From an optimization exercise on the open Yosys and OpenROAD flow, aimed at small area; shortcuts taken in it are not production practice. Function was checked by simulation only, so behaviour that the tests miss may differ from the original. Power and IR drop assume default switching activity.

== job 4434 ==
==> flow/design.v (excerpt) <==
module coreFrontEnd (
  input  logic                                                        clk,
  input  logic                                                        rstN,
  input  logic                                                        stall,
  input  logic                    [coreFrontEndPkg::SET_PORT_NUM-1:0] setEn,
  input  coreFrontEndPkg::xlenT   [coreFrontEndPkg::SET_PORT_NUM-1:0] setPc,
  input  coreFrontEndPkg::pcStepT                                     nxtPcStep,
  output coreFrontEndPkg::xlenT                                       pc,
  output coreFrontEndPkg::xlenT                                       nxtPc,
  input  logic                                                        wrVld,
  input  coreFrontEndPkg::regIdxT                                     wrRd,
  input  coreFrontEndPkg::xlenT                                       wrDat,
  input  logic                    [coreFrontEndPkg::FWD_PORT_NUM-1:0] fwdVld,
  input  coreFrontEndPkg::regIdxT [coreFrontEndPkg::FWD_PORT_NUM-1:0] fwdRd,
  input  coreFrontEndPkg::xlenT   [coreFrontEndPkg::FWD_PORT_NUM-1:0] fwdDat,
  input  coreFrontEndPkg::regIdxT [coreFrontEndPkg::RD_PORT_NUM-1:0]  rs,
  output coreFrontEndPkg::xlenT   [coreFrontEndPkg::RD_PORT_NUM-1:0]  rsDat,
  output logic                    [coreFrontEndPkg::RD_PORT_NUM-1:0]  datHazard
);
For scale: ~2,400 cells after synthesis, about 1,100 flip-flops, ~360 I/O pins.
export LEC_CHECK = 0
export CAP_MARGIN = 20
export CORE_MARGIN = 2
export CORE_UTILIZATION = 50
export SLEW_MARGIN = 20
export SYNTH_HIERARCHICAL = 1
export SYNTH_MINIMUM_KEEP_SIZE = 0
create_clock -name core_clock -period 7.5 [get_ports {clk}]
standard.sh (not shown) runs the stock make flow with config.mk's settings and CLKGATE_MAP_FILE= SYNTH_SCRIPT=/design/flow/synth_recipe.tcl, a recipe that flattens the netlist after the stock synthesis.
==> flow/flow/run.sh <==
#!/bin/bash
# Standard layout, with plain buf_1 cells as the port buffers and a clock
# tree of clkbuf_8 cells without dummy balancing loads.
set -euo pipefail
export BUFFER_PORTS_ARGS="-buffer_cell sky130_fd_sc_hd__buf_1"
export CTS_ARGS="-sink_clustering_enable -repair_clock_nets -dont_use_dummy_load -sink_clustering_size 20 -sink_clustering_max_diameter 50 -buf_list sky130_fd_sc_hd__clkbuf_8"
bash standard.sh finish > standard_make.log 2>&1
Input changes introduced in job 1855 (baseline for comparison: job 4434):
# job 4434
export LEC_CHECK = 0
export CAP_MARGIN = 20
export CORE_MARGIN = 2
export CORE_UTILIZATION = 50
export SLEW_MARGIN = 20
export SYNTH_HIERARCHICAL = 1
export SYNTH_MINIMUM_KEEP_SIZE = 0
create_clock -name core_clock -period 7.5 [get_ports {clk}]
# job 1855
export LEC_CHECK = 0
export CAP_MARGIN = 20
export CORE_MARGIN = 2
export CORE_UTILIZATION = 60
export SLEW_MARGIN = 20
export SYNTH_HIERARCHICAL = 1
export SYNTH_MINIMUM_KEEP_SIZE = 0
create_clock -name core_clock -period 7.5 [get_ports {clk}]
==> flow/flow/run.sh <==
#!/bin/bash
# Standard layout, with plain buf_1 cells as the port buffers and a clock
# tree of clkbuf_16 cells without dummy balancing loads.
set -euo pipefail
export BUFFER_PORTS_ARGS="-buffer_cell sky130_fd_sc_hd__buf_1"
export CTS_ARGS="-sink_clustering_enable -repair_clock_nets -dont_use_dummy_load -sink_clustering_size 30 -sink_clustering_max_diameter 60 -buf_list sky130_fd_sc_hd__clkbuf_16"
bash standard.sh finish > standard_make.log 2>&1
==> comparison <==
Changes observed in job 1855 relative to job 4434: layout-stage area growth over the synthesis result lower, worst setup slack higher, cell count lower, sequential fraction of total cell area higher.
In the reports for job 4434 and job 1855, the smaller finished layout cell area belongs to job 1855.
Modified inputs, job 1889 compared to job 1855
==> flow/flow/run.sh <==
#!/bin/bash
# Standard layout, with plain buf_1 cells as the port buffers and a clock
# tree of clkbuf_8 cells without dummy balancing loads.
set -euo pipefail
export BUFFER_PORTS_ARGS="-buffer_cell sky130_fd_sc_hd__buf_1"
export CTS_ARGS="-sink_clustering_enable -repair_clock_nets -dont_use_dummy_load -sink_clustering_size 20 -sink_clustering_max_diameter 50 -buf_list sky130_fd_sc_hd__clkbuf_8"
bash standard.sh finish > standard_make.log 2>&1
--- outcome ---
When the final numbers for job 1855 and job 1889 were put side by side, the static leakage turned out to be smaller in job 1889. Looking at number of antenna violations at the first check in global routing, job 1889 sits 2 above job 1855. Job 1889 has layout-stage area growth over the synthesis result below what job 1855 had. Summary — sequential share of layout area, job 1889 relative to job 1855: higher, by 0.50 points. Between job 1855 and job 1889, the cell count went up. Going from job 1855 to job 1889, combinational fraction of design power grows by 0.5 points. Final net count ends up higher on job 1889. Compared with job 1855, job 1889 shows a higher global-route usage. | global-route wire length before repair | lower: job 1855 |. Looking at job 1855 and job 1889, the total length of routed wires is a wash. Between job 1889 and job 1855, it is job 1889 whose switching power share of the total is higher, by 0.91 points.
Inputs modified between job 1889 and job 2919:
==> flow/flow/run.sh <==
#!/bin/bash
# Standard layout, with plain buf_1 cells as the port buffers, a clock tree
# of clkbuf_8 cells without dummy balancing loads, and power recovery
# (downsizing of gates off the critical paths) after global routing.
set -euo pipefail
export BUFFER_PORTS_ARGS="-buffer_cell sky130_fd_sc_hd__buf_1"
export CTS_ARGS="-sink_clustering_enable -repair_clock_nets -dont_use_dummy_load -sink_clustering_size 20 -sink_clustering_max_diameter 50 -buf_list sky130_fd_sc_hd__clkbuf_8"
export RECOVER_POWER=100
bash standard.sh finish > standard_make.log 2>&1
[job 2919] flow finished | final checks: failed | reasons: capacitance limit, slew limit. Looking at area growth from synthesis to final layout across job 1889 and job 2919, the one that comes out higher is job 1889. Between job 1889 and job 2919, cell area after layout decreased. Job 2919 and job 1889 ended up with roughly the same power.

static timing again, ports no longer ideal:
How much do the figures lean on ideal ports? The routed layouts below were timed once more, with nothing changed but the port constraints.
Step 1 assumes that a clkbuf_16 drives the clock port and a buf_2 every other input.
Step 2, shift: input delay + t, output delay - t, t = (earliest + latest rising clock arrival at the registers) / 2. This alone moves slack from input paths to output paths.
a / b / c = ideal ports / drivers / drivers and shift; a / b = the first two.
run | t (ns) | setup slack, ns | hold slack, ns | worst slew at a driven data input, ns
job 4434 | 0.787 | 0.553 / 0.527 / 0.527 | 0.483 / 0.483 / 0.483 | 0.16
job 1855 | 0.686 | 0.669 / 0.643 / 0.643 | 0.479 / 0.479 / 0.479 | 0.08
job 1889 | 0.775 | 0.565 / 0.539 / 0.539 | 0.476 / 0.476 / 0.476 | 0.08
job 2919 | 0.775 | 0.496 / 0.471 / 0.471 | 0.478 / 0.478 / 0.478 | 0.08
